From an optimization exercise on the open Yosys and OpenROAD flow, aimed at small area; shortcuts taken in it are not production practice. Only simulation tests tie the RTL to the original design; equivalence was not proved. Power figures rest on the tool's default switching activity, not on a simulated workload.

==> module pe_dot_accum_4xpack, before the edit <==
module pe_dot_accum_4xpack #(
    parameter int DOT_SIZE          = 8,
    parameter int MULT_OUTPUT_WIDTH = 9,
    parameter int MULT_LATENCY      = 3,
    parameter int ACCUM_WIDTH       = 12
) (
    input  logic                                                   clock,
    input  logic                                                   reset,
    input  logic                                                   i_valid,
    input  logic                                                   i_first,
    input  logic                                                   i_last,
    input  logic [1:0][1:0][DOT_SIZE-1:0][MULT_OUTPUT_WIDTH-1:0] i_mult_output,
    input  logic                                                   i_ready,
    output logic                                                   o_valid,
    output logic [1:0][1:0][ACCUM_WIDTH-1:0]                       o_result,
    output logic                                                   o_overflow
);
    logic [3:0] r_v, r_f, r_l;
    logic       r_ld, r_empty;
    always_ff @(posedge clock) begin
        r_f <= {r_f[2:0], i_first};
        r_l <= {r_l[2:0], i_last};
        if (reset) begin
            r_v  <= '0;
            r_ld <= 1'b0;
        end else begin
            r_v  <= {r_v[2:0], i_valid};
            r_ld <= r_v[3] & r_l[3];
        end
    end
    always_ff @(posedge clock) begin
        if (reset)
            r_empty <= 1'b1;
        else if (r_v[3])
            r_empty <= 1'b0;
    end
    logic w_start;
    assign w_start = r_f[3] | r_empty;
    logic [3:0][12:0] r_acc;
    logic [3:0][11:0] w_res;
    for (genvar n = 0; n < 4; n++) begin : g_lane
        logic [17:0] w_d, r_d;
        logic [12:0] w_sum;
        logic        w_clip;
        pe_dot_lane u_dot (.p(i_mult_output[n/2][n%2]), .d(w_d));
        always_ff @(posedge clock)
            r_d <= w_d;
        pe_acc_add u_add (.base(w_start ? 13'd0 : r_acc[n]), .d(r_d), .sum(w_sum));
        assign w_clip = r_acc[n][12] ^ r_acc[n][11];
        always_ff @(posedge clock)
            if (r_v[3] && (w_start || !w_clip))
                r_acc[n] <= w_sum;
        assign w_res[n] = w_clip ? {r_acc[n][12], {11{~r_acc[n][12]}}} : r_acc[n][11:0];
    end
    always_ff @(posedge clock) begin
        if (!o_valid || i_ready)
            o_result <= w_res;
        if (reset) begin
            o_valid    <= 1'b0;
            o_overflow <= 1'b0;
        end else if (r_ld) begin
            if (o_valid && !i_ready)
                o_overflow <= 1'b1;
            else
                o_valid <= 1'b1;
        end else if (i_ready) begin
            o_valid <= 1'b0;
        end
    end
endmodule
clock: 4.5 ns
lec_check: 0
cap_margin: 20
core_margin: 2
core_utilization: 40
slew_margin: 20
synth_hierarchical: 1
synth_minimum_keep_size: 0
standard.sh (not shown) runs the stock make flow with config.mk's settings and CLKGATE_MAP_FILE= SYNTH_SCRIPT=/design/flow/synth_recipe.tcl, a recipe that flattens the netlist after the stock synthesis.
==> flow/flow/run.sh <==
#!/bin/bash
# Standard layout with our own port buffers (flow/pre_gpl.tcl) and a leaner clock tree.
set -euo pipefail
bash standard.sh DONT_BUFFER_PORTS=1 \
  PRE_GLOBAL_PLACE_TCL="$PWD/flow/pre_gpl.tcl" POST_GLOBAL_PLACE_TCL="$PWD/flow/post_gpl.tcl" \
  CTS_ARGS="-sink_clustering_enable -repair_clock_nets -root_buf sky130_fd_sc_hd__clkbuf_16 -sink_clustering_buffer sky130_fd_sc_hd__clkbuf_8 -buf_list sky130_fd_sc_hd__clkbuf_8 -dont_use_dummy_load" \
  finish > standard_flow.log 2>&1
==> flow/flow/post_gpl.tcl <==
unset_dont_touch [get_cells {input* output*}]
==> flow/flow/pre_gpl.tcl <==
# Port buffers before global placement: the smallest buffer, or a stronger one on inputs
# that fan out widely. They are marked dont_touch so that the timing-driven placement's
# remove_buffers keeps them, and released again after global placement (post_gpl.tcl).
remove_buffers
buffer_ports -inputs -outputs -buffer_cell sky130_fd_sc_hd__buf_1
foreach inst [get_cells input*] {
  set out [get_pins -of_objects $inst -filter "direction == output"]
  set loads [get_pins -of_objects [get_nets -of_objects $out] -filter "direction == input"]
  if {[llength $loads] >= 6} {
    replace_cell $inst sky130_fd_sc_hd__buf_4
  }
}
set_dont_touch [get_cells {input* output*}]
Next try:
--- a/flow/design.v
+++ b/flow/design.v
@@ -345,12 +345,18 @@
         assign w_clip = r_acc[n][12] ^ r_acc[n][11];
         always_ff @(posedge clock)
             if (r_v[3] && (w_start || !w_clip))
                 r_acc[n] <= w_sum;
-        assign w_res[n] = w_clip ? {r_acc[n][12], {11{~r_acc[n][12]}}} : r_acc[n][11:0];
+        for (genvar i = 0; i < 11; i++) begin : g_clip
+            assign w_res[n][i] = (r_acc[n][i] & r_acc[n][11]) | (r_acc[n][i] & ~r_acc[n][12]) |
+                                 (r_acc[n][11] & ~r_acc[n][12]);
+        end
+        assign w_res[n][11] = r_acc[n][12];
     end
     always_ff @(posedge clock) begin
-        if (!o_valid || i_ready)
+        if (reset)
+            o_result <= '0;
+        else if (r_ld && (!o_valid || i_ready))
             o_result <= w_res;
         if (reset) begin
             o_valid    <= 1'b0;
             o_overflow <= 1'b0;
Die area is higher slightly.
Clock-buffer cell count is unchanged.
First-iteration DRC count grows by a little under a tenth.
Total power shrinks by a few percent.
Synthesized cell count rose by a little under a tenth.
Combinational power fell slightly.

==> static timing again, ports no longer ideal <==
No port has a modelled driver above. Below, the same layouts with a new extraction and two added sets of constraints. Step 1, drivers: a clkbuf_16 drives clock and a buf_2 each remaining input, both assumed. Step 2 times the ports against the registers' clock, not the clock port: input delays grow and output delays shrink by t, the midpoint of the rising clock arrivals with the driver on. Slacks: no drivers / after step 1 / after step 2; pairs: no drivers / after step 1.
| run | t, ns | setup slack, ns | worst hold slack (ns) | worst setup path after step 2 | worst slew at a driven data input, ns |
|---|---|---|---|---|---|
| the first run | 0.431 | 0.546 / 0.573 / 0.142 | 0.314 / 0.314 / 0.314 | input to register | 0.07 |
| the second run | 0.418 | 0.565 / 0.589 / 0.171 | 0.333 / 0.333 / 0.333 | input to register | 0.06 |
After both steps every run listed still meets setup and hold. For the first run, which loses most, drivers alone change the setup slack by +0.027 ns; drivers and shift together by -0.404 ns.
